This design comes from an exercise in tuning for small area, a short achievable clock period and few clock cycles on the open sky130 flow, not from production work.
Function was not checked in any run shown here: the RTL went through the layout flow alone.
Power and IR drop assume default switching activity.

### flow/standard.sh
#!/bin/bash
# synth_recipe.tcl (not shown) runs the flow's synth.tcl, then flattens the netlist and writes it again
# the make line also repeats each setting of config.mk as NAME=value (left out here)
make -C /OpenROAD-flow-scripts/flow DESIGN_CONFIG=/design/flow/config.mk WORK_HOME=/design/flow/orfs CLKGATE_MAP_FILE= SYNTH_SCRIPT=/design/flow/synth_recipe.tcl "${@:-finish}"
### flow/config.mk
export PLATFORM = sky130hd
export DESIGN_NAME = alu_unit
export DESIGN_NICKNAME = alu_unit
export VERILOG_FILES = /design/flow/design.v
export SDC_FILE = /design/flow/constraint.sdc
export NUM_CORES = 4
export LEC_CHECK = 0
export CAP_MARGIN = 20
export CORE_MARGIN = 2
export CORE_UTILIZATION = 40
export SETUP_SLACK_MARGIN = 3.9
export SLEW_MARGIN = 20
export TNS_END_PERCENT = 5

export DONT_USE_CELLS = sky130_fd_sc_hd__fa_1 sky130_fd_sc_hd__fa_2 sky130_fd_sc_hd__fa_4 sky130_fd_sc_hd__ha_1 sky130_fd_sc_hd__ha_2 sky130_fd_sc_hd__ha_4
### flow/constraint.sdc
create_clock -name core_clock -period 6.0 [get_ports {clk}]
set_input_delay 1.2000 -clock core_clock [delete_from_list [all_inputs] [get_ports {clk}]]
set_output_delay 1.2000 -clock core_clock [all_outputs]
set_load 0.01 [all_outputs]
### flow/flow/run.sh
#!/bin/bash
# The standard layout (the standard.sh: the same ORFS synthesis script,
# floorplan, placement, CTS and routing) with two changes:
#  - the full and half adder cells are put on the don't-use list (added to
#    config.mk, ahead of the platform's own list), so synthesis leaves adders
#    as plain gates for abc to map: a faster carry-save tree than the slow
#    fa/ha cells give, with the same registers;
#  - the port buffers that placement inserts are buf_1 cells instead of the
#    delay buffer the resizer picks by default.
# make's full output goes to flow_make.log; ORFS keeps each tool's log under
# orfs/logs/.
set -euo pipefail
printf '\nexport DONT_USE_CELLS = sky130_fd_sc_hd__fa_1 sky130_fd_sc_hd__fa_2 sky130_fd_sc_hd__fa_4 sky130_fd_sc_hd__ha_1 sky130_fd_sc_hd__ha_2 sky130_fd_sc_hd__ha_4\n' >> config.mk
export BUFFER_PORTS_ARGS="-buffer_cell sky130_fd_sc_hd__buf_1"
bash standard.sh > flow_make.log 2>&1
### flow/design.v
`timescale 1ns/1ns
package alu_pkg;
	localparam int word_width = 32;
	typedef enum logic [3:0] {
		op_add  = 4'd0,
		op_sub  = 4'd1,
		op_and  = 4'd2,
		op_or   = 4'd3,
		op_not  = 4'd4,
		op_neg  = 4'd5,
		op_shr  = 4'd6,
		op_shra = 4'd7,
		op_shl  = 4'd8,
		op_ror  = 4'd9,
		op_rol  = 4'd10,
		op_mul  = 4'd11
	} alu_op_t;
endpackage
`timescale 1ns/1ns
module alu_shifting (
	input  logic [31:0] a,
	input  logic [4:0]  s,
	input  logic [4:0]  k,
	input  logic        big,
	input  logic        left,
	input  logic        shift,
	input  logic        arith,
	output logic [31:0] c
);
	logic        fill;
	logic [31:0] rot;
	logic [31:0] th;
	logic [31:0] keep;
	assign fill = arith & a[31];
	always_comb begin
		rot = a;
		if (k[0]) rot = {rot[0],    rot[31:1]};
		if (k[1]) rot = {rot[1:0],  rot[31:2]};
		if (k[2]) rot = {rot[3:0],  rot[31:4]};
		if (k[3]) rot = {rot[7:0],  rot[31:8]};
		if (k[4]) rot = {rot[15:0], rot[31:16]};
	end
	always_comb begin
		for (int i = 0; i < 32; i++)
			th[i] = (5'(i) >= s);
	end
	always_comb begin
		if (!shift)
			keep = '1;
		else if (big)
			keep = '0;
		else if (left)
			keep = th;
		else
			for (int i = 0; i < 32; i++)
				keep[i] = th[31 - i];
	end
	assign c = (rot & keep) | ({32{fill}} & ~keep);
endmodule
`timescale 1ns/1ns
module alu_cla_adder #(
	parameter int W = 40
) (
	input  logic [W-1:0] a,
	input  logic [W-1:0] b,
	output logic [W-1:0] sum
);
	assign sum = a + b;
endmodule
`timescale 1ns/1ns
module alu_booth_step (
	input  logic [31:0] m,
	input  logic [3:0]  one,
	input  logic [3:0]  two,
	input  logic [3:0]  neg,
	input  logic [32:0] s_in,
	input  logic [32:0] c_in,
	output logic [32:0] s_out,
	output logic [32:0] c_out,
	output logic [7:0]  s_lo,
	output logic [7:0]  c_lo
);
	logic [32:0]      mx;
	logic [32:0]      m2x;
	logic [3:0][32:0] r;
	logic [40:0]      a0, a1, a2, a3, sx, cx;
	logic [40:0]      s1, c1, s2, c2, s3, c3, s4, c4;
	assign mx  = {m[31], m};
	assign m2x = {m, 1'b0};
	always_comb begin
		for (int i = 0; i < 4; i++)
			r[i] = (({33{one[i]}} & mx) | ({33{two[i]}} & m2x)) ^ {33{neg[i]}};
	end
	assign a0 = {8'd0, ~r[0][32], r[0][31:0]} | (41'd170 << 32);
	assign a1 = {6'd0, ~r[1][32], r[1][31:0], 2'd0};
	assign a2 = {4'd0, ~r[2][32], r[2][31:0], 4'd0};
	assign a3 = {2'd0, ~r[3][32], r[3][31:0], 6'd0};
	assign sx = {8'd0, s_in};
	assign cx = {8'd0, c_in};
	assign s1 = a0 ^ a1 ^ a2;
	assign c1 = {((a0 & a1) | (a0 & a2) | (a1 & a2)), 1'b0};
	assign s2 = a3 ^ sx ^ cx;
	assign c2 = {((a3 & sx) | (a3 & cx) | (sx & cx)), 1'b0};
	assign s3 = s1 ^ c1 ^ s2;
	assign c3 = {((s1 & c1) | (s1 & s2) | (c1 & s2)), 1'b0};
	assign s4 = s3 ^ c3 ^ c2;
	assign c4 = {((s3 & c3) | (s3 & c2) | (c3 & c2)), 1'b0};
	assign s_lo  = s4[7:0];
	assign c_lo  = c4[7:0];
	assign s_out = s4[40:8];
	assign c_out = c4[40:8];
endmodule
module alu_booth_enc (
	input  logic [7:0] b,
	input  logic       bm1,
	output logic [3:0] one,
	output logic [3:0] two,
	output logic [3:0] neg
);
	logic [8:0] bb;
	assign bb = {b, bm1};
	always_comb begin
		for (int i = 0; i < 4; i++) begin
			one[i] = bb[2*i+1] ^ bb[2*i];
			two[i] = (bb[2*i+2] & ~bb[2*i+1] & ~bb[2*i]) |
				(~bb[2*i+2] & bb[2*i+1] & bb[2*i]);
			neg[i] = bb[2*i+2];
		end
	end
endmodule
`timescale 1ns/1ns
module alu_result_stage (
	input  logic        f_sum,
	input  logic        f_and,
	input  logic        f_or,
	input  logic        f_not,
	input  logic        f_sh,
	input  logic [31:0] y,
	input  logic [31:0] b,
	input  logic [31:0] sum,
	input  logic [31:0] shift_c,
	output logic [31:0] result
);
	assign result = ({32{f_sum}} & sum) |
		({32{f_and}} & (y & b)) |
		({32{f_or}} & (y | b)) |
		({32{f_not}} & ~b) |
		({32{f_sh}} & shift_c);
endmodule
`timescale 1ns/1ns
import alu_pkg::*;
module alu_unit (
	input  logic                           clk,
	input  logic                           rst,
	input  logic [alu_pkg::word_width-1:0] bus_in,
	input  logic                           y_load,
	input  alu_pkg::alu_op_t               op,
	input  logic                           op_valid,
	output logic [alu_pkg::word_width-1:0] z_hi,
	output logic [alu_pkg::word_width-1:0] z_lo,
	output logic                           done,
	output logic                           busy
);
	logic        accept;
	logic        acc_mul;
	logic        is_sub;
	logic        is_left;
	logic [31:0] b_r;
	logic        yl_r;
	logic [31:0] a_r;
	logic        f_sub, cin_r;
	logic        f_sum, f_and, f_or, f_not, f_sh;
	logic        f_left, f_shift, f_arith, f_big;
	logic [4:0]  f_k;
	logic        vn;
	logic        m1, ph2, ph3, ph4, ph5;
	logic [31:0] y;
	logic [31:0] b_raw;
	logic [31:0] y_next;
	logic        s32;
	logic [32:0] cs;
	logic [7:0]  sl, cl;
	logic        k;
	logic [3:0]  e_one, e_two, e_neg;
	logic [3:0]  n_one, n_two, n_neg;
	logic [3:0]  i_one, i_two, i_neg;
	logic        step;
	logic        step_more;
	logic [31:0] src;
	logic [32:0] negs;
	logic [32:0] st_s_in, st_c_in;
	logic [32:0] st_s, st_c;
	logic [7:0]  st_sl, st_cl;
	logic [8:0]  lo_sum;
	logic [7:0]  lo_byte;
	logic [39:0] add_a, add_b, add_sum;
	logic [31:0] shift_c;
	logic [31:0] result;
	assign accept  = op_valid & ~busy;
	assign acc_mul = accept & (op == op_mul);
	assign is_sub  = (op == op_sub) | (op == op_neg);
	assign is_left = (op == op_shl) | (op == op_rol);
	always_ff @(posedge clk) begin
		if (rst) begin
			yl_r <= 1'b0;
			vn   <= 1'b0;
			m1   <= 1'b0;
			ph2  <= 1'b0;
			ph3  <= 1'b0;
			ph4  <= 1'b0;
			ph5  <= 1'b0;
			busy <= 1'b0;
			done <= 1'b0;
		end else begin
			yl_r <= y_load & ~busy;
			vn   <= accept & (op != op_mul);
			m1   <= acc_mul;
			ph2  <= m1;
			ph3  <= ph2;
			ph4  <= ph3;
			ph5  <= ph4;
			busy <= acc_mul | m1 | ph2 | ph3;
			done <= vn | ph5;
		end
	end
	always_ff @(posedge clk) begin
		if (ph4)
			b_r <= '0;
		else if (!busy)
			b_r <= bus_in ^ {32{is_sub}};
		if (step)
			a_r <= st_s[31:0];
		else
			a_r <= y_next & {32{(op == op_add) | (op == op_sub)}};
		f_sub   <= is_sub;
		cin_r   <= ph4 ? lo_sum[8] : (accept & is_sub);
		f_sum   <= accept & ((op == op_add) | is_sub);
		f_and   <= accept & (op == op_and);
		f_or    <= accept & (op == op_or);
		f_not   <= accept & (op == op_not);
		f_sh    <= accept & (op >= op_shr) & (op <= op_rol);
		f_left  <= is_left;
		f_shift <= (op == op_shr) | (op == op_shra) | (op == op_shl);
		f_arith <= (op == op_shra);
		f_big   <= |bus_in[31:5];
		f_k     <= is_left ? (5'd0 - bus_in[4:0]) : bus_in[4:0];
	end
	assign b_raw  = b_r ^ {32{f_sub}};
	assign y_next = yl_r ? b_raw : y;
	always_ff @(posedge clk) begin
		if (rst)
			y <= '0;
		else if (busy && y_load)
			y <= bus_in;
		else
			y <= y_next;
	end
	assign step      = m1 | ph2 | ph3 | ph4;
	assign step_more = m1 | ph2 | ph3;
	assign src       = m1 ? y : z_lo;
	alu_booth_enc u_enc_next (
		.b   (src[15:8]),
		.bm1 (src[7]),
		.one (n_one),
		.two (n_two),
		.neg (n_neg)
	);
	alu_booth_enc u_enc_first (
		.b   (y_next[7:0]),
		.bm1 (1'b0),
		.one (i_one),
		.two (i_two),
		.neg (i_neg)
	);
	always_ff @(posedge clk) begin
		if (step_more) begin
			e_one <= n_one;
			e_two <= n_two;
			e_neg <= n_neg;
		end else begin
			e_one <= i_one;
			e_two <= i_two;
			e_neg <= i_neg;
		end
	end
	always_comb begin
		negs = '0;
		for (int j = 0; j < 16; j++)
			negs[2*j] = y[2*j+1];
	end
	assign st_s_in = {s32, a_r};
	assign st_c_in = cs | (negs & {33{m1}});
	alu_booth_step u_step (
		.m     (b_r),
		.one   (e_one),
		.two   (e_two),
		.neg   (e_neg),
		.s_in  (st_s_in),
		.c_in  (st_c_in),
		.s_out (st_s),
		.c_out (st_c),
		.s_lo  (st_sl),
		.c_lo  (st_cl)
	);
	assign lo_sum = {1'b0, sl} + {1'b0, cl[7:1], k};
	always_ff @(posedge clk) begin
		if (step) begin
			s32 <= st_s[32];
			cs  <= st_c;
			sl  <= st_sl;
			cl  <= st_cl;
			k   <= lo_sum[8];
		end else begin
			s32 <= 1'b1;
			cs  <= '0;
			sl  <= {8{accept & is_sub}};
			cl  <= '0;
			k   <= 1'b0;
		end
	end
	assign add_a = {a_r, sl};
	assign add_b = {b_r | cs[31:0], cl[7:1], cin_r};
	alu_cla_adder #(.W(40)) u_adder (
		.a   (add_a),
		.b   (add_b),
		.sum (add_sum)
	);
	alu_shifting u_shifter (
		.a     (y),
		.s     (b_r[4:0]),
		.k     (f_k),
		.big   (f_big),
		.left  (f_left),
		.shift (f_shift),
		.arith (f_arith),
		.c     (shift_c)
	);
	alu_result_stage u_result (
		.f_sum   (f_sum),
		.f_and   (f_and),
		.f_or    (f_or),
		.f_not   (f_not),
		.f_sh    (f_sh),
		.y       (y),
		.b       (b_r),
		.sum     (add_sum[39:8]),
		.shift_c (shift_c),
		.result  (result)
	);
	assign lo_byte = ph5 ? add_sum[7:0] : lo_sum[7:0];
	always_ff @(posedge clk) begin
		z_hi <= add_sum[39:8] & {32{ph5}};
		z_lo <= result | ({lo_byte, src[31:8]} & {32{step | ph5}});
	end
endmodule
==> summary.txt, run 1 <==
register area=approximately 5000 sq um; wire per inst=around 24 um; Starting Density=about two fifths; RSZ-0062 raised after global routing=yes; WP data arrival=3.39 ns; mux cell area share after synthesis=under 10%; Crit path required time=about 6.5 ns; Ports=between 100 and 150; Post-DRT Antenna Nets=0; DRT Pass-1 Iters=8; Die X=233 um; Post-Synth XOR/XNOR Area=21.2%; ys async rst share=0%; area fraction of the dominant cell type after synthesis=23.3%; Die ar.=about 54,000 sq um; adder-cell area share of the yosys netlist=under 10%; num rows=84; flops & latches, synth=around 250; syn avg cell area=between 7 and 8 sq um; Synth area leader=dfxtp_1; Cell Pwr Density=385 nW/um^2; CTS max path bufs=3; fin crit share=about 50%; Placed Cells incl. Taps=3,394; drt initial violations=around 2,300; routed via count=around 21,000; ranking of synthesized cells by area=dfxtp_1, xnor2_1, a21oi_1, nor2_1, o21ai_0; layout cells sized above 1=between 10% and 20%; Hold Path Class=flop to flop; crit path max fanout=4; vias in the first global route=19,404; initial antenna violation count=3; Setup TNS Final=0 ns; CP endpoint kind=flop; clk root buf=clkbuf_16; post-route insts no fill=3,513; largest family of logic cells by synthesized area=compound AO/OA/AOI/OAI gates; Post-Syn Nets=approximately 2,800; largest net degree at the start of global routing=70; number of synthesized flops with an enable pin=0; status=finished clean; Multi-input gate area=between 15,000 and 20,000 sq um; Startpoint Class=flop; aggregate global routing overflow=0; core box area=52,200 sq um; Max-Cap Viols=0; Synth cell types=75; Max IR drop VDD=roughly 260 uV; post-synthesis cell area=between 20,000 and 25,000 sq um; Slew Viols, Final=0; top post-synthesis cells by count=xnor2_1, nor2_1, a21oi_1; Max Clock Freq=between 300 and 400 MHz; Residual DRC=0; Rel. slew slack=between 20% and 30%; Setup Viol. Count Final=0; CTS clk-pin slew, worst paths=0.06 ns; TritonCTS Buffers=31; Worst-Skew Late Latency=just under 0.6 ns; kind of critical path=flop to flop; Sinks on Clock Net=between 200 and 250; Die Y=approximately 230 um; Synth Flop Type=dfxtp_1; first-pass GRT wire length=around 130 mm; Seq/Total Area, Yosys=a little under a quarter; H-tree depth=1; All-Layer GR Usage=roughly 31%; final worst clock skew=0.0205 ns; ant diodes=0; Slew @ Worst Pin=1.11 ns; area grow syn2layout=15.0%; Post-Synth Simple-Gate Area=between 10% and 20%; leakage=0.00852 uW; DR vias/cell=between 6 and 7; RD Place Congestion=between 1 and 1.5; hpwl dp=between 60 and 70 mm; PortBufs=~110; CTS tree=done; complex-gate fraction of the synthesized area=a little under a quarter; most common cell in the synthesized netlist=xnor2_1; Synth Warn #=4; post-layout net count=roughly 2,800; Syn Inst Count=roughly 2,800; filler cell count=5,128; Routed WL=86.0 mm; Tmin final=approximately 3 ns; final hold vios=0
## worst paths after layout
check                 startpoint  cells past startpoint  slack, ns                to
max          b_r[1]$_SDFFE_PP0N_                     12       3.08  z_lo[29]$_DFF_P_
min                vn$_SDFF_PP0_                      2       0.44   done$_SDFF_PP0_
max reg2reg  b_r[1]$_SDFFE_PP0N_                     12       3.08  z_lo[29]$_DFF_P_
min reg2reg        vn$_SDFF_PP0_                      2       0.44   done$_SDFF_PP0_
## layout make-up
| type | count | area share, % |
|---|---|---|
| well taps | 688 | 3.56 |
| inverters | 36 | 0.559 |
| clock buffers | 38 | 3.56 |
| clock inverters | 16 | 0.807 |
| multi-input cells | 2277 | 65.3 |
| flip-flops and latches | 245 | 20.8 |
| repair buffers | 213 | 5.44 |
## flip-flops by register name (all words and copies together) (netlist names), 4 cells and up
signal and cells:
a_r 32, b_r 32, cs 32, y 32, z_hi 32, z_lo 32
sl 8, cl 6, f_k 5, e_neg 4, e_one 4, e_two 4
## metal layers
layer	track usage, %	wire length (um)	vias up	part of all wire (%)
met4	11.3	3700	0	4.3
met5	0	0	-	0
li1	-	-	9786	-
met1	39.8	35300	10280	41
met2	52.0	40300	981	47
met3	3.86	6720	174	7.8
## cell families (layout without fill, tap and decap cells)
family,count (synthesis),after routing
mux,131,131
flops,245,245
xor+xnor,508,508
buf+inv,255,303
compound gates,809,809
fa+ha+maj,76,76
simple gates,753,753
## where the power goes
part	internal (uW)	total [uW]	switching, uW
Sequential	1770	2100	331
Clock	1180	1990	805
Combinational	2300	5220	2930
Total	5250	9310	4060
## through the flow
stage	util [%]	hold WS (ns)	worst slack (ns)	cell area, sq um	total power, uW
floorplan	-	0.411	3.32	21200	6020
global placement	41.9	0.439	2.44	21900	7010
detailed placement	41.9	0.439	2.48	21900	7100
CTS	45.6	0.452	3.08	23800	9210
global route	46.3	0.493	2.99	24200	9850
finish	46.3	0.441	3.08	24200	9310
## placed cells by master, fill, tap and decap left out, types with 9 or more instances in the layout
| cell | instances |
|---|---|
| dfxtp_1 | 183 |
| mux4_2 | 32 |
| o21ai_0 | 199 |
| and2_1 | 30 |
| xor2_1 | 102 |
| a21oi_1 | 248 |
| o21ai_1 | 19 |
| a31oi_1 | 21 |
| o21a_1 | 20 |
| nor3_1 | 27 |
| nor4_1 | 12 |
| maj3_1 | 68 |
| mux2i_1 | 74 |
| nor2_1 | 320 |
| buf_1 | 104 |
| nand3_1 | 21 |
| inv_1 | 33 |
| a221o_1 | 26 |
| nand2b_1 | 10 |
| a21boi_0 | 11 |
| clkbuf_16 | 31 |
| a22oi_1 | 127 |
| nand2_1 | 243 |
| dfxtp_2 | 41 |
| dfxtp_4 | 21 |
| buf_4 | 96 |
| xnor2_2 | 13 |
| a21o_1 | 14 |
| mux2_2 | 20 |
| xnor2_1 | 387 |
| or2_2 | 9 |
| or3_1 | 11 |
| o22ai_1 | 34 |
## what timing repair did
action,CTS,global route
pin swaps,31,19
buffers inserted,40,24
cloned,1,0
hold buffers,0,0
resized for setup,144,57
endpoints found under the setup margin,271,276
## worst max-delay path, stage by stage, from the launching register on
cell	delay [ns]
dfxtp_2	0.34
buf_12	0.13
or3_4	0.37
and4_4	0.21
a221oi_4	0.24
a21oi_2	0.08
o21ai_2	0.18
nand3_2	0.13
a21o_1	0.26
a21o_1	0.26
a21oi_2	0.15
xor2_1	0.11
a221o_1	0.35
==> inputs of run 2 (changes only) <==
--- a/flow/config.mk
+++ b/flow/config.mk
@@ -7,2 +7,3 @@
 export LEC_CHECK = 0
+export ABC_AREA = 1
 export CAP_MARGIN = 20
@@ -10,3 +11,3 @@
 export CORE_UTILIZATION = 40
-export SETUP_SLACK_MARGIN = 3.9
+export SETUP_SLACK_MARGIN = 3.6
 export SLEW_MARGIN = 20
==> run 2 against run 1 <==
  * Hold slack worse by 0.0017 ns
  * Die area is 24% higher
  * Combinational power down 14%
  * Non-clock buffer count decreased by 42
  * Clock skew fell by 0.0023 ns
  * Utilization fell by 1.5 points
  * Clock power is 6% lower
  * Clock-buffer cell count down 6
  * Highest routed layer is now met5
==> summary.txt, run 2 <==
status=finished clean; post-synthesis cell area=26,200 sq um (+24%); Synth Warn #=4 (unchanged); CTS tree=done; num rows=93 (+11%); Slew @ Worst Pin=1.07 ns (-0.0376 ns); Cell Pwr Density=290 nW/um^2 (-25%); number of synthesized flops with an enable pin=0 (unchanged); ant diodes=0 (unchanged); Die ar.=67,500 sq um (+24%); CTS max path bufs=3 (unchanged); area fraction of the dominant cell type after synthesis=30.0% (+6.6 points); commonest non-fill, non-tap cell in the layout=nand2_1; Die X=260 um (+11%); Synth area leader=nand2_1; ranking of synthesized cells by area=nand2_1, dfxtp_1, nand3_1, inv_1, o21ai_0; combinational power share=53.2% (-2.9 points); most common cell in the synthesized netlist=nand2_1; fin crit share=40.8% (-7.9 points); CP endpoint kind=primary output; DRT Pass-1 Iters=6 (-2); Seq/Total Area, Yosys=18.7% (-4.6 points); H-tree depth=1 (unchanged); Startpoint Class=flop; first-pass GRT wire length=170 mm (+35%); cells along the critical path=buf_1; RD Place Congestion=1.13 (+12%); core box area=64,600 sq um (+24%); Routed WL=118 mm (+38%); top post-synthesis cells by count=nand2_1, nand3_1, inv_1; All-Layer GR Usage=32.7% (+2.0 points); initial antenna violation count=1 (-2); wire per inst=20.5 um (-16%); Setup TNS Final=0 ns (unchanged); layout cells sized above 1=9.06% (-5.1 points); clk root buf=clkbuf_16; Crit path largest cell delay=0.47 ns (+0.10 ns); area grow syn2layout=10.6%; crit path max fanout=2 (-2); final worst clock skew=0.0182 ns (-0.00229 ns); routed via count=32,402 (+53%); final hold vios=0 (unchanged); Cell Int Power=4230 uW (-19%); hpwl dp=88.5 mm (+42%); CP max-delay cell=dfxtp_1; Post-DRT Antenna Nets=0 (unchanged); Post-Syn Nets=4,947 (+76%); Setup Viol. Count Final=0 (unchanged); post-route insts no fill=5,765 (+64%); Syn Inst Count=4,907 (+77%); CTS clk-pin slew, worst paths=0.07 ns (about the same); WP data arrival=1.25 ns (-2.14 ns); filler cell count=7,118 (+39%); leakage=0.0147 uW (+72%); PortBufs=105 (unchanged); Placed Cells incl. Taps=5,675 (+67%); Die Y=260 um (+11%); largest net degree at the start of global routing=67 (-4.3%); Ports=106 (unchanged); RSZ-0062 raised after global routing=yes; Sw Pwr=4160 uW (+2.4%); CP bufs+invs=1 (unchanged); kind of critical path=flop to primary output; Residual DRC=0 (unchanged); vias in the first global route=27,744 (+43%); Synth cell types=56 (-25%); syn avg cell area=5.33 sq um (-30%); Synth Flop Type=dfxtp_1; Hold Path Class=flop to flop; Max Clock Freq=408 MHz (+19%); Switching Fraction=49.6% (+5.9 points); hold_buf cts=0 (unchanged); Worst-Skew Late Latency=0.59 ns (about the same); Tmin final=2.45 ns (-0.472 ns); Starting Density=40.5% (+0.26 points); ys async rst share=0% (unchanged); DR vias/cell=5.62 (-7.0%); post-layout net count=4,930 (+73%); Crit path required time=4.80 ns (-1.67 ns); Max-Cap Viols=0 (unchanged); Top delay family on crit path=flip-flops; TritonCTS Buffers=29 (-6.5%); Sinks on Clock Net=245 (unchanged); commonest non-fill, non-tap cells in the layout=nand2_1, nand3_1, inv_1; Slew Viols, Final=0 (unchanged); Rel. slew slack=28.6% (+2.6 points); flops & latches, synth=245 (unchanged); drt initial violations=3,812 (+64%); Clock power frac=22.3% (+1.0 points); R2R setup slack=3.59 ns (+0.51 ns); aggregate global routing overflow=0 (unchanged); share of total power in sequential cells=24.5% (+1.9 points); Max IR drop VDD=228 uV (-11%)
-- run 2: cell types whose count changed after synthesis, sizes merged, moves of 76 or more --
cell	before	now
nand3	23	751
inv	35	437
buf	50	136
nor2	328	241
clkbuf	169	86
nand2	246	2169
a22oi	128	1
maj3	76	0
xnor2	402	66
-- run 2: area by class of cell --
cell class | instances | area (sq um) | share of cell area (%)
clock buffers | 32 | 747 | 2.58
clock inverters | 19 | 225 | 0.779
inverters | 439 | 1720 | 5.94
multi-input cells | 4001 | 18900 | 65.4
flip-flops and latches | 245 | 5050 | 17.4
well taps | 855 | 1070 | 3.70
repair buffers | 171 | 1170 | 4.06
repair inverters | 3 | 22.5 | 0.0779
-- run 2: worst paths after layout --
| check | start | endpoint | cells after the start |
|---|---|---|---|
| min | vn$_SDFF_PP0_ | done$_SDFF_PP0_ | 2 |
| min reg2reg | vn$_SDFF_PP0_ | done$_SDFF_PP0_ | 2 |
| max | z_lo[13]$_DFF_P_ | z_lo[13] | 1 |
| max reg2reg | b_r[31]$_SDFFE_PP0N_ | a_r[28]$_DFF_P_ | 9 |
-- run 2: repair_timing --
item                       in CTS  in global routing
hold endpoints to repair        0                  0
cloned                          2                  5
gates resized for setup        79                193
setup endpoints to repair     141                139
pin swaps                       2                  6
buffers inserted                6                 25
-- run 2: per-stage QoR --
step                      instance area, sq um  hold WS [ns]  setup WS, ns  power [uW]  util (%)
after floorplan                          26200         0.411          3.60        5260         -
after global placement                   26700         0.417          2.85        6160      41.4
after detailed placement                 26700         0.425          2.81        6220      41.4
after CTS                                28000         0.439          3.48        8110      43.3
after global routing                     28900         0.488          3.52        9020      44.8
final                                    28900         0.439          3.55        8400      44.8
-- run 2: logic make-up (layout without fill, tap and decap cells) --
logic type	count (synthesis)	in the layout	share of synthesized area [%]
simple gates	3274	3274	53.4
xor+xnor	120	120	4.05
compound gates	599	599	12.8
buf+inv	661	664	10.7
mux	8	8	0.306
flops	245	245	18.7
-- run 2: metal layers --
| layer | up-vias | track usage (%) | routed length (um) |
|---|---|---|---|
| li1 | 15752 | - | - |
| met1 | 14645 | 43.9 | 48800 |
| met2 | 1653 | 50.1 | 49600 |
| met3 | 350 | 6.16 | 12400 |
| met4 | 2 | 16.0 | 7520 |
| met5 | - | 0 | 56 |
-- run 2: power groups by stage --
stage               logic, uW  registers (uW)  clock network (uW)
CTS                      4180            2050                1880
detailed placement       4140            2080                   0
global placement         4080            2080                   0
global route             5030            2060                1940
finish                   4470            2060                1870
floorplan                3410            1850                   0
-- run 2: tightest hold or removal path, cell delays in order, from the launching register on --
cell and delay [ns]:
dfxtp_1 0.31, nor2_1 0.03, nor2_1 0.07
==> inputs of run 3 (changes only) <==
--- a/flow/config.mk
+++ b/flow/config.mk
@@ -7,3 +7,2 @@
 export LEC_CHECK = 0
-export ABC_AREA = 1
 export CAP_MARGIN = 20
@@ -13,3 +12,3 @@
 export SLEW_MARGIN = 20
-export TNS_END_PERCENT = 5
+export TNS_END_PERCENT = 15
 
==> run 3 against run 2 <==
  * Still clean
  * Register-to-register slack got worse by 0.52 ns
  * Clock-buffer cell count up 4
  * Non-clock buffer count up 77
  * Worst setup slack worse by 0.48 ns
  * Routed wire length is 23% lower
  * Clock power up 11%
  * Critical endpoint is now z_lo[29]$_DFF_P_
  * Largest power group unchanged
==> summary.txt, run 3 <==
post-synthesis cell area=21,000 sq um (-20%); Max IR drop VDD=222 uV (-2.6%); clk root buf=clkbuf_16; kind of critical path=flop to flop; ant diodes=0 (unchanged); Max-Cap Viols=0 (unchanged); final worst clock skew=0.0444 ns (+0.0262 ns); Residual DRC=0 (unchanged); leakage=0.00893 uW (-39%); fin crit share=48.9% (+8.0 points); filler cell count=5,050 (-29%); RSZ-0062 raised after global routing=yes; CTS clk-pin slew, worst paths=0.06 ns (about the same); Cell Pwr Density=392 nW/um^2 (+35%); flops & latches, synth=245 (unchanged); Worst R2R Path Depth=11 (+2); Synth area leader=dfxtp_1; vias in the first global route=19,860 (-28%); Starting Density=40.3% (-0.26 points); Startpoint Class=flop; hold worst-path end=done$_SDFF_PP0_; num rows=84 (-9.7%); Crit path required time=6.48 ns (+1.68 ns); area grow syn2layout=19.6%; Sinks on Clock Net=245 (unchanged); core box area=52,200 sq um (-19%); layout cells sized above 1=17.7% (+8.7 points); initial antenna violation count=0 (-1); wire per inst=25.7 um (+25%); ys async rst share=0% (unchanged); Syn Inst Count=2,777 (-43%); hold_buf cts=0 (unchanged); Routed WL=91.5 mm (-23%); Setup Viol. Count Final=0 (unchanged); number of synthesized flops with an enable pin=0 (unchanged); H-tree depth=1 (unchanged); Die X=233 um (-10%); Rel. slew slack=27.5% (-1.2 points); Tmin final=2.93 ns (+0.481 ns); drt initial violations=2,259 (-41%); hpwl dp=63.3 mm (-29%); Ports=106 (unchanged); Worst-Skew Late Latency=0.63 ns (+0.04 ns); Hold Startpoint=vn$_SDFF_PP0_; Max Clock Freq=341 MHz (-16%); first-pass GRT wire length=130 mm (-24%); Synth Flop Type=dfxtp_1; Seq/Total Area, Yosys=23.3% (+4.6 points); syn avg cell area=7.57 sq um (+42%); crit path max fanout=4 (+2); WP data arrival=3.41 ns (+2.16 ns); Slew Viols, Final=0 (unchanged); post-layout net count=2,880 (-42%); Post-DRT Antenna Nets=0 (unchanged); Power Total=9860 uW (+17%); largest net degree at the start of global routing=63 (-6.0%); hold path depth=2 (unchanged); Synth cell types=75 (+34%); All-Layer GR Usage=31.8% (-0.90 points); Setup TNS Final=0 ns (unchanged); final hold vios=0 (unchanged); RD Place Congestion=0.994 (-12%); Slew @ Worst Pin=1.09 ns (+0.0163 ns); TritonCTS Buffers=31 (+6.9%); Synth Warn #=4 (unchanged); top post-synthesis cells by count=xnor2_1, nor2_1, a21oi_1; Reg-to-Reg Start=b_r[6]$_SDFFE_PP0N_; status=finished clean; Post-Syn Nets=2,817 (-43%); reg2reg end=z_lo[29]$_DFF_P_; ranking of synthesized cells by area=dfxtp_1, xnor2_1, a21oi_1, nor2_1, o21ai_0; DRT Pass-1 Iters=9 (+3); CTS tree=done; Die ar.=54,400 sq um (-19%); Hold Path Class=flop to flop; DR vias/cell=6.17 (+9.8%); routed via count=21,919 (-32%); area fraction of the dominant cell type after synthesis=23.3% (-6.6 points); Multi-input gate area=16,100 sq um (-15%); aggregate global routing overflow=0 (unchanged); commonest non-fill, non-tap cells in the layout=xnor2_1, nor2_1, a21oi_1; Die Y=233 um (-10%); CTS max path bufs=3 (unchanged); PortBufs=105 (unchanged); most common cell in the synthesized netlist=xnor2_1; CP endpoint kind=flop; R2R setup slack=3.07 ns (-0.52 ns); commonest non-fill, non-tap cell in the layout=xnor2_1; register area=5090 sq um (+0.97%)
run 3: cell count changes in the layout (fill, tap and decap cells not counted), moves of 56 or more:
| cell | change |
|---|---|
| xor2_1 | +56 |
| buf_4 | +71 |
| nor2_1 | +115 |
| nand2_2 | -96 |
| mux2i_1 | +68 |
| maj3_1 | +63 |
| xnor2_1 | +303 |
| inv_1 | -382 |
| a22oi_1 | +114 |
| nand3_1 | -697 |
| nand2_1 | -1821 |
run 3: kinds of logic after synthesis:
group	after synthesis	share of synthesized area (%)
mux	131	8.26
simple gates	753	15.5
fa+ha+maj	76	3.64
xor+xnor	508	21.2
flops	245	23.3
compound gates	809	23.5
buf+inv	255	4.65
run 3: worst max-delay path: stages, from the launching register on:
cell,delay [ns]
dfxtp_4,0.38
nor3_4,0.24
a21oi_2,0.07
maj3_2,0.32
o2111a_2,0.30
o31ai_4,0.26
nand3_2,0.13
a21o_1,0.26
a21o_1,0.23
a21oi_2,0.17
xor2_1,0.11
a221o_1,0.33
run 3: power by group:
group	total, uW	leakage (uW)	internal (uW)	switching (uW)
sequential	2120	0.00205	1770	349
combinational	5670	0.00635	2570	3100
clock	2070	0.000534	1210	854
run 3: layout make-up:
type,instances,share of cell area [%]
Multi-Input combinational cell,2277,64.0
Sequential cell,245,20.3
Timing Repair Buffer,248,7.33
Tap cell,688,3.42
Clock buffer,36,3.32
Clock inverter,22,1.07
Inverter,36,0.577
Timing Repair inverter,1,0.0299
run 3: worst max path at each step:
| stage | start | endpoint | slack, ns |
|---|---|---|---|
| after floorplan | b_r[2]$_SDFFE_PP0N_ | z_lo[11]$_DFF_P_ | 3.32 |
| after global placement | b_r[2]$_SDFFE_PP0N_ | z_lo[26]$_DFF_P_ | 2.32 |
| after detailed placement | b_r[2]$_SDFFE_PP0N_ | z_lo[26]$_DFF_P_ | 2.21 |
| after CTS | cs[6]$_SDFF_PP0_ | z_lo[29]$_DFF_P_ | 3.17 |
| after global routing | b_r[14]$_SDFFE_PP0N_ | z_lo[27]$_DFF_P_ | 2.99 |
| final | b_r[6]$_SDFFE_PP0N_ | z_lo[29]$_DFF_P_ | 3.07 |
run 3: repair_timing:
action,CTS,global route
endpoints found under the setup margin,162,198
gates cloned,0,4
pin swaps,45,67
buffers inserted,60,43
gates resized for setup,163,196
run 3: per-stage QoR:
stage	hold slack (ns)	worst slack [ns]	area [sq um]	utilization [%]	cells
after detailed placement	0.425	2.21	21800	41.7	3388
after CTS	0.438	3.17	23900	45.7	3506
after global routing	0.454	2.99	25100	48.1	3553
after floorplan	0.411	3.32	21100	-	2777
after global placement	0.428	2.32	21800	41.7	3388
final	0.438	3.07	25100	48.1	3553
run 3: routing by layer:
layer	up-vias	routed length [um]	GRT usage (%)
li1	9854	-	-
met1	10547	35800	40.9
met2	1235	41300	52.0
met3	283	9060	5.48
met4	0	5300	14.3
met5	-	0	0
==> inputs of run 4 (changes only) <==
--- a/flow/config.mk
+++ b/flow/config.mk
@@ -12,3 +12,3 @@
 export SLEW_MARGIN = 20
-export TNS_END_PERCENT = 15
+export TNS_END_PERCENT = 1
 
==> run 4 against run 3 <==
  * Still clean on timing, DRC and antenna
  * Flip-flop and latch count unchanged
  * Synthesized cell count unchanged
  * Utilization down 2.2 points
  * Power down 4.1%
  * Sequential power about the same
  * Via count down 2.7%
  * Worst setup slack better by 0.0087 ns
==> summary.txt, run 4 <==
Setup Viol. Count Final=0 (unchanged); post-layout net count=2,829 (-1.8%); CP max-delay cell=or3_4; ys async rst share=0% (unchanged); Max IR drop VDD=223 uV (+0.55%); Synth Flop Type=dfxtp_1; crit path max fanout=3 (-1); Syn Inst Count=2,777 (unchanged); hold path depth=1 (-1); CTS clk-pin slew, worst paths=0.07 ns (about the same); Startpoint Class=flop; Slew Viols, Final=0 (unchanged); worst setup path end=z_lo[20]$_DFF_P_; Crit path required time=6.48 ns (about the same); RSZ-0062 raised after global routing=yes; Die ar.=54,400 sq um (unchanged); flops & latches, synth=245 (unchanged); post-route cell area=24,000 sq um (-4.5%); Crit path largest cell delay=0.39 ns (about the same); number of synthesized flops with an enable pin=0 (unchanged); TritonCTS Buffers=31 (unchanged); Ports=106 (unchanged); first-pass GRT wire length=126 mm (-3.2%); Seq/Total Area, Yosys=23.3% (unchanged); core box area=52,200 sq um (unchanged); fin crit share=48.7% (-0.15 points); Routed WL=85.8 mm (-6.2%); ant diodes=0 (unchanged); Die Y=233 um (unchanged); H-tree depth=1 (unchanged); Cell Pwr Density=394 nW/um^2 (+0.50%); hold_buf cts=0 (unchanged); Critical Path Start=cs[5]$_SDFF_PP0_; Synth area leader=dfxtp_1; Starting Density=40.3% (unchanged); CTS max path bufs=3 (unchanged); area fraction of the dominant cell type after synthesis=23.3% (unchanged); hpwl dp=60.9 mm (-3.8%); Post-Syn Nets=2,817 (unchanged); Max-Cap Viols=0 (unchanged); Hold Path Class=flop to flop; commonest non-fill, non-tap cell in the layout=xnor2_1; Max Clock Freq=342 MHz (+0.30%); R2R setup slack=3.08 ns (about the same); Slew @ Worst Pin=1.05 ns (-0.0371 ns); DR vias/cell=6.09 (-1.3%); aggregate global routing overflow=0 (unchanged); CTS tree=done; RD Place Congestion=1.01 (+1.9%); placed cell area=21,800 sq um (+0.14%); most common cell in the synthesized netlist=xnor2_1; Rel. slew slack=30.0% (+2.6 points); routed via count=21,326 (-2.7%); final worst clock skew=0.0219 ns (-0.0225 ns); layout cells sized above 1=12.5% (-5.3 points); num rows=84 (unchanged); leakage=0.00844 uW (-5.5%); most frequent CP cell=a21o_1; All-Layer GR Usage=30.6% (-1.2 points); Die X=233 um (unchanged); area grow syn2layout=14.1%; PortBufs=105 (unchanged); drt initial violations=2,039 (-9.7%); Setup TNS Final=0 ns (unchanged); DRT Pass-1 Iters=8 (-1); Reg-to-Reg Start=cs[5]$_SDFF_PP0_; Synth cell types=75 (unchanged); Residual DRC=0 (unchanged); status=finished clean; top post-synthesis cells by count=xnor2_1, nor2_1, a21oi_1; reg2reg end=z_lo[20]$_DFF_P_; syn avg cell area=7.57 sq um (unchanged); final hold vios=0 (unchanged); clk root buf=clkbuf_16; filler cell count=5,101 (+1.0%); Tmin final=2.92 ns (-0.00872 ns); initial antenna violation count=4 (+4); Sinks on Clock Net=245 (unchanged); cells along the critical path=or3_4 -> nor4bb_4 -> nand4_1 -> buf_4 -> o21bai_4 -> o31ai_4 -> nand3_2 -> a21o_1 -> a21o_1 -> maj3_2 -> xnor2_2 -> o21ai_1; post-synthesis cell area=21,000 sq um (unchanged); commonest non-fill, non-tap cells in the layout=xnor2_1, nor2_1, a21oi_1; Post-DRT Antenna Nets=0 (unchanged); Worst-Skew Late Latency=0.60 ns (-0.03 ns); kind of critical path=flop to flop; WP data arrival=3.40 ns (about the same); Synth Warn #=4 (unchanged); ranking of synthesized cells by area=dfxtp_1, xnor2_1, a21oi_1, nor2_1, o21ai_0; CP endpoint kind=flop; Util after Layout=46.0% (-2.2 points); Worst R2R Path Depth=12 (+1); vias in the first global route=19,648 (-1.1%); largest net degree at the start of global routing=65 (+3.2%); wire per inst=24.5 um (-4.8%)
## run 4: cell families (layout without fill, tap and decap cells)
| logic type | after synthesis | in the layout | share of synthesized area (%) |
|---|---|---|---|
| simple gates | 753 | 753 | 15.5 |
| fa+ha+maj | 76 | 76 | 3.64 |
| xor+xnor | 508 | 508 | 21.2 |
| mux | 131 | 131 | 8.26 |
| compound gates | 809 | 809 | 23.5 |
| flops | 245 | 245 | 23.3 |
| buf+inv | 255 | 291 | 4.65 |
## run 4: worst min path at each step
stage / end / slack [ns] / startpoint
after CTS: ph4$_SDFF_PP0_ / 0.49 / ph3$_SDFF_PP0_
after detailed placement: ph4$_SDFF_PP0_ / 0.48 / ph3$_SDFF_PP0_
after floorplan: done$_SDFF_PP0_ / 0.41 / vn$_SDFF_PP0_
after global placement: ph4$_SDFF_PP0_ / 0.47 / ph3$_SDFF_PP0_
final: ph3$_SDFF_PP0_ / 0.49 / ph2$_SDFF_PP0_
after global routing: ph4$_SDFF_PP0_ / 0.51 / ph3$_SDFF_PP0_
## run 4: worst max-delay path, delay by kind of cell, from the launching register on
kind	cells	cell delay (ns)
AO/OA/AOI/OAI	5	0.92
AND/OR/NAND/NOR	4	0.83
flip-flops	1	0.36
adder cells (fa/ha/maj)	1	0.35
XOR/XNOR	1	0.19
buffers and inverters	1	0.15
## run 4: power breakdown
part           switching, uW  internal [uW]  total (uW)  leakage [uW]
combinational           2900           2260        5160       0.00584
sequential               332           1770        2100       0.00204
clock                    863           1340        2200      0.000559
## run 4: cell type report
class	instances	area, sq um	area share [%]
Sequential cell	245	5040	21.0
Multi-Input combinational cell	2277	15600	64.9
Tap cell	688	861	3.59
Inverter	36	138	0.573
Timing Repair Buffer	198	1220	5.10
Clock buffer	36	825	3.44
Clock inverter	21	345	1.44
## run 4: repair_timing
action / 4_1_cts / 5_1_grt
endpoints found under the setup margin: 178 / 179
gates cloned: 2 / 0
pin swaps: 19 / 19
setup buffers: 28 / 22
resized for setup: 116 / 42
## run 4: through the flow
step / cells / hold slack, ns / setup slack [ns] / power (uW)
6_report: 3501 / 0.490 / 3.08 / 9460
5_1_grt: 3501 / 0.507 / 2.98 / 10000
4_1_cts: 3479 / 0.487 / 3.12 / 9360
3_5_place_dp: 3392 / 0.481 / 2.42 / 7080
3_3_place_gp: 3392 / 0.467 / 2.36 / 6980
2_1_floorplan: 2777 / 0.411 / 3.32 / 6010
## run 4: per-layer routing
metal	vias up	share of wire (%)	track usage (%)
met4	0	6.0	15.7
li1	9766	-	-
met5	-	0	0
met1	10202	40	39.0
met2	1117	46	50.0
met3	241	8.8	4.71
==> inputs of run 5 (changes only) <==
--- a/flow/config.mk
+++ b/flow/config.mk
@@ -10,2 +10,3 @@
 export CORE_UTILIZATION = 40
+export GPL_TIMING_DRIVEN = 0
 export SETUP_SLACK_MARGIN = 3.6
==> run 5 against run 4 <==
  * Still clean on timing, DRC and antenna
  * Design area rose by 1.1%
  * Power rose by 1.9%
  * First-iteration DRC count rose by 37%
  * Via count rose by 5.0%
  * Maximum frequency fell by 4.0%
  * Sequential share of layout area fell by 0.62 points
  * Global-route usage rose by 4.7 points
  * Hold slack got worse by 0.0098 ns
  * Clock power fell by 12%
  * Routed wire length rose by 15%
  * Utilization rose by 0.50 points
  * Register-to-register slack got worse by 0.12 ns
  * Critical path type unchanged
  * Critical endpoint is now z_lo[9]$_DFF_P_
  * Largest cell class unchanged
  * Largest power group unchanged
==> summary.txt, run 5 <==
flops & latches, synth=245 (unchanged); RSZ-0062 raised after global routing=yes; DR vias/cell=6.14 (+0.79%); most common cell in the synthesized netlist=xnor2_1; Synth cell types=75 (unchanged); number of synthesized flops with an enable pin=0 (unchanged); Placed Cells incl. Taps=3,567 (+5.2%); cells along the critical path=clkbuf_1 -> mux4_2 -> mux2_2 -> o21ai_1 -> mux2i_1 -> nand2_1 -> o21ai_0 -> a221oi_2 -> o311ai_0; ranking of synthesized cells by area=dfxtp_1, xnor2_1, a21oi_1, nor2_1, o21ai_0; Rel. slew slack=36.6% (+6.6 points); Slew @ Worst Pin=0.946 ns (-0.104 ns); commonest non-fill, non-tap cell in the layout=xnor2_1; Residual DRC=0 (unchanged); kind of critical path=flop to flop; Slew Viols, Final=0 (unchanged); status=finished clean; post-synthesis cell area=21,000 sq um (unchanged); Place WS=2.04 ns (-0.383 ns); Post-DRT Antenna Nets=0 (unchanged); CTS clk-pin slew, worst paths=0.06 ns (about the same); final hold vios=0 (unchanged); fin crit share=50.7% (+2.0 points); commonest non-fill, non-tap cells in the layout=xnor2_1, nor2_1, a21oi_1; Synth Warn #=4 (unchanged); Sinks on Clock Net=245 (unchanged); drt initial violations=2,802 (+37%); ant diodes=0 (unchanged); CTS max path bufs=3 (unchanged); H-tree depth=1 (unchanged); Crit path largest cell delay=0.64 ns (+0.25 ns); Seq/Total Area, Yosys=23.3% (unchanged); Routed WL=98.5 mm (+15%); Synth area leader=dfxtp_1; Starting Density=40.3% (unchanged); Sw Pwr=4450 uW (+8.6%); wire per inst=27.0 um (+10%); Switching Fraction=46.2% (+2.9 points); syn avg cell area=7.57 sq um (unchanged); DRT Pass-1 Iters=9 (+1); Setup TNS Final=0 ns (unchanged); Cell Int Power=5190 uW (-3.3%); CP bufs+invs=1 (unchanged); hold_buf cts=0 (unchanged); post-route insts no fill=3,646 (+4.1%); Die ar.=54,400 sq um (unchanged); vias in the first global route=20,410 (+3.9%); final worst clock skew=0.0199 ns (-0.00200 ns); routed via count=22,384 (+5.0%); Max-Cap Viols=0 (unchanged); Startpoint Class=flop; crit path max fanout=10 (+7); area grow syn2layout=15.4%; CP max-delay cell=mux4_2; Hold WS=0.480 ns (-0.00979 ns); Die Y=233 um (unchanged); ys async rst share=0% (unchanged); leakage=0.00859 uW (+1.8%); Top delay family on crit path=multiplexers; layout cells sized above 1=12.0% (-0.51 points); Setup Viol. Count Final=0 (unchanged); TritonCTS Buffers=31 (unchanged); Crit path required time=6.45 ns (-0.03 ns); CP endpoint kind=flop; first-pass GRT wire length=140 mm (+11%); Synth Flop Type=dfxtp_1; Hold Path Class=flop to flop; Clock power frac=20.0% (-3.3 points); area fraction of the dominant cell type after synthesis=23.3% (unchanged); combinational power share=59.3% (+4.8 points); Cell Pwr Density=397 nW/um^2 (+0.79%); Tmin final=3.04 ns (+0.120 ns); Ports=106 (unchanged); Die X=233 um (unchanged); largest net degree at the start of global routing=15 (-77%); Syn Inst Count=2,777 (unchanged); PnR worst setup slack=2.96 ns (-0.120 ns); WP data arrival=3.49 ns (+0.09 ns); initial antenna violation count=2 (-2); Max Clock Freq=329 MHz (-4.0%); Util after Layout=46.5% (+0.50 points); All-Layer GR Usage=35.4% (+4.7 points); aggregate global routing overflow=0 (unchanged); Post-Syn Nets=2,817 (unchanged); PortBufs=102 (-2.9%); top post-synthesis cells by count=xnor2_1, nor2_1, a21oi_1; hpwl dp=79.1 mm (+30%); num rows=84 (unchanged); Worst-Skew Late Latency=0.61 ns (about the same); post-layout net count=2,976 (+5.2%); core box area=52,200 sq um (unchanged); clk root buf=clkbuf_16; RD Place Congestion=1.04 (+2.5%); CTS tree=done; share of total power in sequential cells=20.7% (-1.5 points); Max IR drop VDD=255 uV (+14%)
run 5: changes by cell type in the layout (fill, tap and decap cells not counted), moves of 18 or more:
cell,previous run,this run
buf_4,82,24
clkbuf_2,1,63
buf_1,104,126
buf_2,0,19
dfxtp_4,23,5
dfxtp_1,185,225
dfxtp_2,37,15
clkbuf_1,2,103
run 5: layout make-up:
type	instances	area (sq um)
plain buffers	219	988
clock buffers	39	866
clock inverters	16	145
fillers	5293	28000
inverters	36	135
multi-input cells	2277	15700
flip-flops and latches	245	4940
well taps	688	861
repair buffers	126	592
run 5: worst paths after layout:
path	startpoint	to	slack (ns)	cells after the start
max	y[11]$_SDFF_PP0_	z_lo[9]$_DFF_P_	2.96	9
min	ph2$_SDFF_PP0_	ph3$_SDFF_PP0_	0.48	1
max reg2reg	y[11]$_SDFF_PP0_	z_lo[9]$_DFF_P_	2.96	9
min reg2reg	ph2$_SDFF_PP0_	ph3$_SDFF_PP0_	0.48	1
run 5: timing repair:
action / in CTS / in global routing
endpoints found under the setup margin: 218 / 224
resized for setup: 157 / 83
pin swaps: 29 / 27
gates cloned: 0 / 0
buffers inserted: 11 / 13
run 5: kinds of logic (layout without fill, tap and decap cells):
group           Yosys count  count (layout)  share of synthesized area (%)
compound gates          809             809                           23.5
simple gates            753             753                           15.5
xor+xnor                508             508                           21.2
buf+inv                 255             436                           4.65
flops                   245             245                           23.3
mux                     131             131                           8.26
fa+ha+maj                76              76                           3.64
run 5: worst reg2reg max path: stages, from the launching register on:
cell      delay, ns
dfxtp_1        0.30
clkbuf_1       0.39
mux4_2         0.65
mux2_2         0.33
o21ai_1        0.18
mux2i_1        0.18
nand2_1        0.12
o21ai_0        0.19
a221oi_2       0.38
o311ai_0       0.18
run 5: routing by layer:
layer,GRT usage [%],routed length [um],up-vias
met5,0,13,-
met1,46.5,39700,10761
met3,8.35,11000,272
met4,15.5,5270,2
met2,55.0,42500,1318
li1,-,-,10031
run 5: through the flow:
stage                     total power [uW]  cell area (sq um)
final                                 9640              24300
after detailed placement              7430              22300
after global routing                 10100              24300
after CTS                             9490              24000
after global placement                7360              22300
after floorplan                       6010              21100
run 5: power groups by stage:
stage | Combinational [uW] | Sequential [uW] | Clock (uW)
finish | 5710 | 2000 | 1930
global route | 6110 | 2000 | 2000
CTS | 5570 | 1980 | 1940
detailed placement | 5420 | 2010 | 0
global placement | 5350 | 2010 | 0
floorplan | 4090 | 1920 | 0
==> inputs of run 6 (changes only) <==
--- a/flow/config.mk
+++ b/flow/config.mk
@@ -10,4 +10,3 @@
 export CORE_UTILIZATION = 40
-export GPL_TIMING_DRIVEN = 0
-export SETUP_SLACK_MARGIN = 3.6
+export SETUP_SLACK_MARGIN = 3.2
 export SLEW_MARGIN = 20
==> run 6 against run 5 <==
  * Critical endpoint is now z_lo[26]$_DFF_P_
  * Power fell by 3.7%
  * Utilization is 1.1 points lower
  * Maximum frequency increased by 1.7%
  * First-iteration DRC count shrank 19%
  * Highest routed layer is now met4
==> summary.txt, run 6 <==
Max-Cap Viols=0 (unchanged); Syn Inst Count=2,777 (unchanged); PnR worst setup slack=3.01 ns (+0.0509 ns); Hold WS=0.442 ns (-0.0386 ns); commonest non-fill, non-tap cell in the layout=xnor2_1; Max Clock Freq=334 MHz (+1.7%); flops & latches, synth=245 (unchanged); WL met2=39.5 mm (-7.0%); Ports=106 (unchanged); H-tree depth=2 (+1); commonest non-fill, non-tap cells in the layout=xnor2_1, nor2_1, a21oi_1; Die Y=233 um (unchanged); Sinks on Clock Net=245 (unchanged); CTS clk-pin slew, worst paths=0.05 ns (about the same); post-layout net count=2,816 (-5.4%); syn avg cell area=7.57 sq um (unchanged); largest net degree at the start of global routing=63 (+48); CTS max path bufs=3 (unchanged); Setup Viol. Count Final=0 (unchanged); Crit path required time=6.44 ns (about the same); filler cell count=5,197 (-1.8%); Power Total=9290 uW (-3.7%); final hold vios=0 (unchanged); vias in the first global route=19,788 (-3.0%); RSZ-0062 raised after global routing=yes; Routed met1 length=35.3 mm (-11%); Post-DRT Antenna Nets=0 (unchanged); fin crit share=49.9% (-0.85 points); wire per inst=24.7 um (-8.6%); Synth area leader=dfxtp_1; Tmin final=2.99 ns (-0.0509 ns); Seq/Total Area, Yosys=23.3% (unchanged); most common cell in the synthesized netlist=xnor2_1; num rows=84 (unchanged); CTS tree=done; drt initial violations=2,277 (-19%); Synth cell types=75 (unchanged); leakage=0.00830 uW (-3.4%); Rel. slew slack=27.3% (-9.3 points); number of synthesized flops with an enable pin=0 (unchanged); Die ar.=54,400 sq um (unchanged); DR vias/cell=6.06 (-1.3%); CP endpoint kind=flop; Max IR drop VDD=201 uV (-21%); core box area=52,200 sq um (unchanged); ys async rst share=0% (unchanged); hpwl dp=61.2 mm (-23%); Hold Path Class=flop to flop; PortBufs=105 (+2.9%); crit path max fanout=6 (-4); All-Layer GR Usage=31.0% (-4.4 points); Util after Layout=45.3% (-1.1 points); hold_buf cts=0 (unchanged); TritonCTS Buffers=34 (+9.7%); kind of critical path=flop to flop; ant diodes=0 (unchanged); Cell Pwr Density=392 nW/um^2 (-1.3%); Residual DRC=0 (unchanged); Place WS=2.34 ns (+0.300 ns); WP data arrival=3.43 ns (-0.06 ns); initial antenna violation count=0 (-2); first-pass GRT wire length=127 mm (-9.8%); Synth Flop Type=dfxtp_1; routed via count=21,119 (-5.7%); Routed WL=86.1 mm (-13%); Post-Syn Nets=2,817 (unchanged); Slew @ Worst Pin=1.09 ns (+0.145 ns); RD Place Congestion=1.01 (-2.9%); status=finished clean; WL met3=6.60 mm (-40%); Setup TNS Final=0 ns (unchanged); Starting Density=40.3% (unchanged); post-synthesis cell area=21,000 sq um (unchanged); ranking of synthesized cells by area=dfxtp_1, xnor2_1, a21oi_1, nor2_1, o21ai_0; Slew Viols, Final=0 (unchanged); Startpoint Class=flop; area grow syn2layout=12.6%; final worst clock skew=0.0280 ns (+0.00810 ns); Die X=233 um (unchanged); area fraction of the dominant cell type after synthesis=23.3% (unchanged); clk root buf=clkbuf_16; DRT Pass-1 Iters=6 (-3); top post-synthesis cells by count=xnor2_1, nor2_1, a21oi_1; aggregate global routing overflow=0 (unchanged); Synth Warn #=4 (unchanged); R2R setup slack=3.01 ns (+0.05 ns); layout cells sized above 1=10.9% (-1.0 points); DR top layer=met4; Worst-Skew Late Latency=0.57 ns (-0.04 ns)
[run 6: repair_timing]
item                                    4_1_cts  5_1_grt
endpoints found under the setup margin       65       65
pin swaps                                    22       12
buffers inserted                             15       17
cloned                                        2        0
resized for setup                            95       32
[run 6: critical path, cell delays in order (launching register included)]
cell and delay, ns:
dfxtp_1 0.51, o21a_1 0.26, nor2_1 0.09, and2_1 0.17, o21ai_0 0.09, o21ai_0 0.14, maj3_1 0.45, a22oi_2 0.23
o41ai_4 0.11, buf_4 0.18, a21oi_1 0.17, xnor2_1 0.11, a221o_1 0.36
[run 6: routing by layer]
| layer | vias to the layer above | track usage [%] |
|---|---|---|
| met4 | 0 | 15.7 |
| li1 | 9724 | - |
| met2 | 998 | 50.7 |
| met3 | 233 | 4.74 |
| met1 | 10164 | 39.5 |
| met5 | - | 0 |
[run 6: logic make-up (layout without fill, tap and decap cells)]
kind of cell / Yosys count / in the layout / share of synthesized area [%]
flops: 245 / 245 / 23.3
compound gates: 809 / 809 / 23.5
simple gates: 753 / 753 / 15.5
fa+ha+maj: 76 / 76 / 3.64
buf+inv: 255 / 275 / 4.65
mux: 131 / 131 / 8.26
xor+xnor: 508 / 508 / 21.2
[run 6: metrics by stage]
step / area, sq um / std cells
after floorplan: 21000 / 2777
after global placement: 21800 / 3394
after detailed placement: 21800 / 3394
after CTS: 23400 / 3468
after global routing: 23700 / 3485
final: 23700 / 3485
[run 6: area by class of cell]
| type | count | area (sq um) | share of cell area (%) |
|---|---|---|---|
| Inverter | 36 | 135 | 0.571 |
| Tap cell | 688 | 861 | 3.64 |
| Clock inverter | 13 | 155 | 0.655 |
| Multi-Input combinational cell | 2277 | 15500 | 65.5 |
| Clock buffer | 44 | 940 | 3.97 |
| Sequential cell | 245 | 5000 | 21.1 |
| Timing Repair Buffer | 182 | 1080 | 4.57 |
[run 6: where the power goes]
group	total [uW]	switching, uW	internal (uW)
sequential	2120	351	1770
combinational	5100	2850	2250
clock	2060	831	1230
[run 6: worst paths after layout]
path,start,end,cells past startpoint
setup / recovery,a_r[10]$_DFF_P_,z_lo[26]$_DFF_P_,12
hold / removal,vn$_SDFF_PP0_,done$_SDFF_PP0_,2
setup reg to reg,a_r[10]$_DFF_P_,z_lo[26]$_DFF_P_,12
hold reg to reg,vn$_SDFF_PP0_,done$_SDFF_PP0_,2
==> inputs of run 7 (changes only) <==
--- a/flow/config.mk
+++ b/flow/config.mk
@@ -7,2 +7,3 @@
 export LEC_CHECK = 0
+export ABC_AREA = 1
 export CAP_MARGIN = 20
@@ -10,3 +11,3 @@
 export CORE_UTILIZATION = 40
-export SETUP_SLACK_MARGIN = 3.2
+export SETUP_SLACK_MARGIN = 3.3
 export SLEW_MARGIN = 20
==> run 7 against run 6 <==
  * Still clean on timing, DRC and antenna
  * Highest routed layer is now met5
  * Die area up 24%
  * Hold slack got worse by 0.0020 ns
  * Maximum frequency increased by 7.9%
  * Routed wire length increased by 31%
  * Largest cell class unchanged
  * Flip-flop and latch count stayed put
==> summary.txt, run 7 <==
status=finished clean; Clock power frac=22.8% (+0.6 points); leakage=0.0144 uW (+73%); post-synthesis cell area=26,200 sq um (+24%); complex-gate fraction of the synthesized area=12.8% (-11 points); Syn Inst Count=4,907 (+77%); vias in the first global route=27,505 (+39%); hpwl dp=88.5 mm (+45%); commonest non-fill, non-tap cell in the layout=nand2_1; Synth cell types=56 (-25%); filler cell count=7,251 (+40%); Synth area leader=nand2_1; Setup TNS Final=0 ns (unchanged); Post-Synth XOR/XNOR Area=4.05% (-17 points); Tmin final=2.77 ns (-0.220 ns); All-Layer GR Usage=32.4% (+1.4 points); top post-synthesis cells by count=nand2_1, nand3_1, inv_1; area grow syn2layout=6.79%; crit path max fanout=29 (+23); num rows=93 (+11%); syn avg cell area=5.33 sq um (-30%); Sinks on Clock Net=245 (unchanged); Slew @ Worst Pin=1.09 ns (+0.00161 ns); CTS tree=done; Hold Startpoint=vn$_SDFF_PP0_; flops & latches, synth=245 (unchanged); mux cell area share after synthesis=0.306% (-8.0 points); RD Place Congestion=1.13 (+12%); cells along the critical path=buf_4 -> clkinvlp_2 -> nand2_1 -> o21ai_0 -> nand2_1 -> o2111ai_1 -> a21oi_1 -> nand2_1; H-tree depth=1 (-1); Cell Int Power=4150 uW (-21%); Post-Synth Simple-Gate Area=53.4% (+38 points); final worst clock skew=0.0122 ns (-0.0158 ns); Post-Syn Nets=4,947 (+76%); RSZ-0062 raised after global routing=yes; Cell Pwr Density=293 nW/um^2 (-25%); ranking of synthesized cells by area=nand2_1, dfxtp_1, nand3_1, inv_1, o21ai_0; Setup Viol. Count Final=0 (unchanged); Max Clock Freq=361 MHz (+7.9%); PortBufs=105 (unchanged); TritonCTS Buffers=29 (-15%); PnR worst setup slack=3.23 ns (+0.220 ns); Die X=260 um (+11%); wire per inst=19.7 um (-20%); Crit path largest cell delay=0.86 ns (+0.35 ns); core box area=64,600 sq um (+24%); adder-cell area share of the yosys netlist=0% (-3.6 points); initial antenna violation count=3 (+3); post-layout net count=4,898 (+74%); Rel. slew slack=27.2% (-0.11 points); layout cells sized above 1=6.27% (-4.7 points); Synth Warn #=4 (unchanged); Hold WS=0.440 ns (-0.00204 ns); largest family of logic cells by synthesized area=simple AND/OR/NAND/NOR gates; first-pass GRT wire length=169 mm (+33%); final hold vios=0 (unchanged); ys async rst share=0% (unchanged); CP bufs+invs=2 (+1); Residual DRC=0 (unchanged); CTS clk-pin slew, worst paths=0.07 ns (+0.02 ns); Seq/Total Area, Yosys=18.7% (-4.6 points); Max-Cap Viols=0 (unchanged); clk root buf=clkbuf_16; commonest non-fill, non-tap cells in the layout=nand2_1, nand3_1, inv_1; routed via count=31,872 (+51%); combinational power share=51.9% (-3.0 points); Sw Pwr=4040 uW (+0.19%); most frequent CP cell=nand2_1; Top delay family on crit path=buffers and inverters; fin crit share=46.2% (-3.7 points); Startpoint Class=flop; CP max-delay cell=clkinvlp_2; drt initial violations=3,703 (+63%); CTS max path bufs=3 (unchanged); Die Y=260 um (+11%); Place WS=2.81 ns (+0.476 ns); Slew Viols, Final=0 (unchanged); number of synthesized flops with an enable pin=0 (unchanged); DR vias/cell=5.56 (-8.3%); most common cell in the synthesized netlist=nand2_1; CP endpoint kind=flop; Switching Fraction=49.4% (+5.9 points); share of total power in sequential cells=25.3% (+2.5 points); Crit path required time=6.47 ns (+0.03 ns); area fraction of the dominant cell type after synthesis=30.0% (+6.6 points); largest net degree at the start of global routing=70 (+11%); Reg-to-Reg Start=m1$_SDFF_PP0_; DRT Pass-1 Iters=6 (unchanged); Worst-Skew Late Latency=0.58 ns (about the same); Starting Density=40.5% (+0.26 points); Die ar.=67,500 sq um (+24%); Hold Path Class=flop to flop; Routed WL=113 mm (+31%); Synth Flop Type=dfxtp_1; kind of critical path=flop to flop; Critical Path Start=m1$_SDFF_PP0_; Post-DRT Antenna Nets=0 (unchanged); Ports=106 (unchanged); Max IR drop VDD=224 uV (+11%); aggregate global routing overflow=0 (unchanged); WP data arrival=3.24 ns (-0.19 ns)
run 7: layout make-up:
type | instances | area, sq um | share of cell area (%)
Multi-Input combinational cell | 4001 | 18500 | 66.3
Antenna cell | 1 | 2.50 | 0.00896
Sequential cell | 245 | 4950 | 17.7
Clock buffer | 32 | 747 | 2.67
Inverter | 439 | 1680 | 6.00
Clock inverter | 19 | 225 | 0.806
Tap cell | 855 | 1070 | 3.83
Timing Repair Buffer | 141 | 726 | 2.60
Timing Repair inverter | 1 | 5.00 | 0.0179
run 7: logic make-up (layout without fill, tap and decap cells):
family | Yosys count | in the layout
xor gates and xnor gates | 120 | 120
DFF | 245 | 245
muxes | 8 | 8
and+or+nand+nor | 3274 | 3274
AOI/OAI and AO/OA | 599 | 599
other | 0 | 1
buffers and inverters | 661 | 632
run 7: power groups by stage:
stage	registers, uW	clock network, uW	logic [uW]
3_5_place_dp	2080	0	4140
3_3_place_gp	2080	0	4080
6_report	2070	1870	4250
4_1_cts	2050	1880	4160
2_1_floorplan	1850	0	3410
5_1_grt	2070	1940	4830
run 7: stage by stage:
stage / power [uW] / utilization, % / instances / area [sq um]
2_1_floorplan: 5260 / - / 4907 / 26200
3_3_place_gp: 6160 / 41.4 / 5675 / 26700
3_5_place_dp: 6220 / 41.4 / 5675 / 26700
4_1_cts: 8080 / 42.9 / 5726 / 27700
5_1_grt: 8840 / 43.3 / 5733 / 27900
6_report: 8190 / 43.3 / 5734 / 27900
run 7: metal layers:
metal | part of all wire (%) | vias up | GRT usage, % | wire, um
li1 | - | 15693 | - | -
met1 | 43 | 14342 | 44.3 | 48100
met2 | 42 | 1542 | 49.4 | 47500
met3 | 10 | 293 | 5.21 | 11300
met4 | 5.5 | 2 | 15.5 | 6190
met5 | 0.014 | - | 0 | 16
run 7: repair_timing:
action / in CTS / in global routing
setup endpoints to repair: 120 / 133
pin swaps: 0 / 2
hold buffers: 0 / 0
cloned: 0 / 1
buffers inserted: 0 / 4
gates resized for setup: 6 / 60
run 7: worst reg2reg max path: stages (launching register included):
cell and delay (ns):
dfxtp_1 0.31, buf_4 0.40, clkinvlp_2 0.89, nand2_1 0.26
o21ai_0 0.18, nand2_1 0.13, o2111ai_1 0.20, a21oi_1 0.22
nand2_1 0.07
run 7: path summary, 6_finish.rpt:
check | endpoint | slack [ns] | cells after the start
setup / recovery | z_lo[12]$_DFF_P_ | 3.23 | 8
hold reg to reg | done$_SDFF_PP0_ | 0.44 | 2
hold / removal | done$_SDFF_PP0_ | 0.44 | 2
setup reg to reg | z_lo[12]$_DFF_P_ | 3.23 | 8

## separate check: timing with driven ports
How much do the figures lean on ideal ports? The routed layouts below were timed once more, with nothing changed but the port constraints.
Step 1 sets driving cells, clkbuf_16 on the clock port and buf_2 on the other inputs (assumed; they add their load-dependent delay and slew).
Step 2 adds t to the input delays and takes it off the output delays; t is the mean of the earliest and latest rising clock arrival at the registers after step 1. Input paths then give back, and output paths get back, about the clock's delay inside the block.
a / b / c = ideal / step 1 / step 2; a / b = the first two.
| run | t, ns | slack for setup (ns) | worst hold slack (ns) | worst slew at a driven data input, ns | cell pins on the clock port's net |
|---|---|---|---|---|---|
| run 1 | 0.637 | 3.078 / 3.078 / 2.534 | 0.441 / 0.441 / 0.441 | 0.05 | 1 |
| run 2 | 0.644 | 3.550 / 3.490 / 3.091 | 0.439 / 0.439 / 0.439 | 0.04 | 1 |
| run 3 | 0.667 | 3.069 / 3.069 / 2.916 | 0.438 / 0.438 / 0.438 | 0.06 | 1 |
| run 4 | 0.653 | 3.078 / 3.078 / 2.638 | 0.490 / 0.490 / 0.490 | 0.08 | 1 |
| run 5 | 0.664 | 2.957 / 2.957 / 2.388 | 0.480 / 0.480 / 0.480 | 0.08 | 1 |
| run 6 | 0.613 | 3.008 / 3.008 / 2.894 | 0.442 / 0.442 / 0.442 | 0.07 | 1 |
| run 7 | 0.636 | 3.228 / 3.228 / 2.949 | 0.440 / 0.440 / 0.440 | 0.04 | 1 |
After both steps setup and hold are still met in every run listed. The setup slack of run 5, which loses most, moves by 0.000 ns with the drivers and by -0.569 ns with both steps.
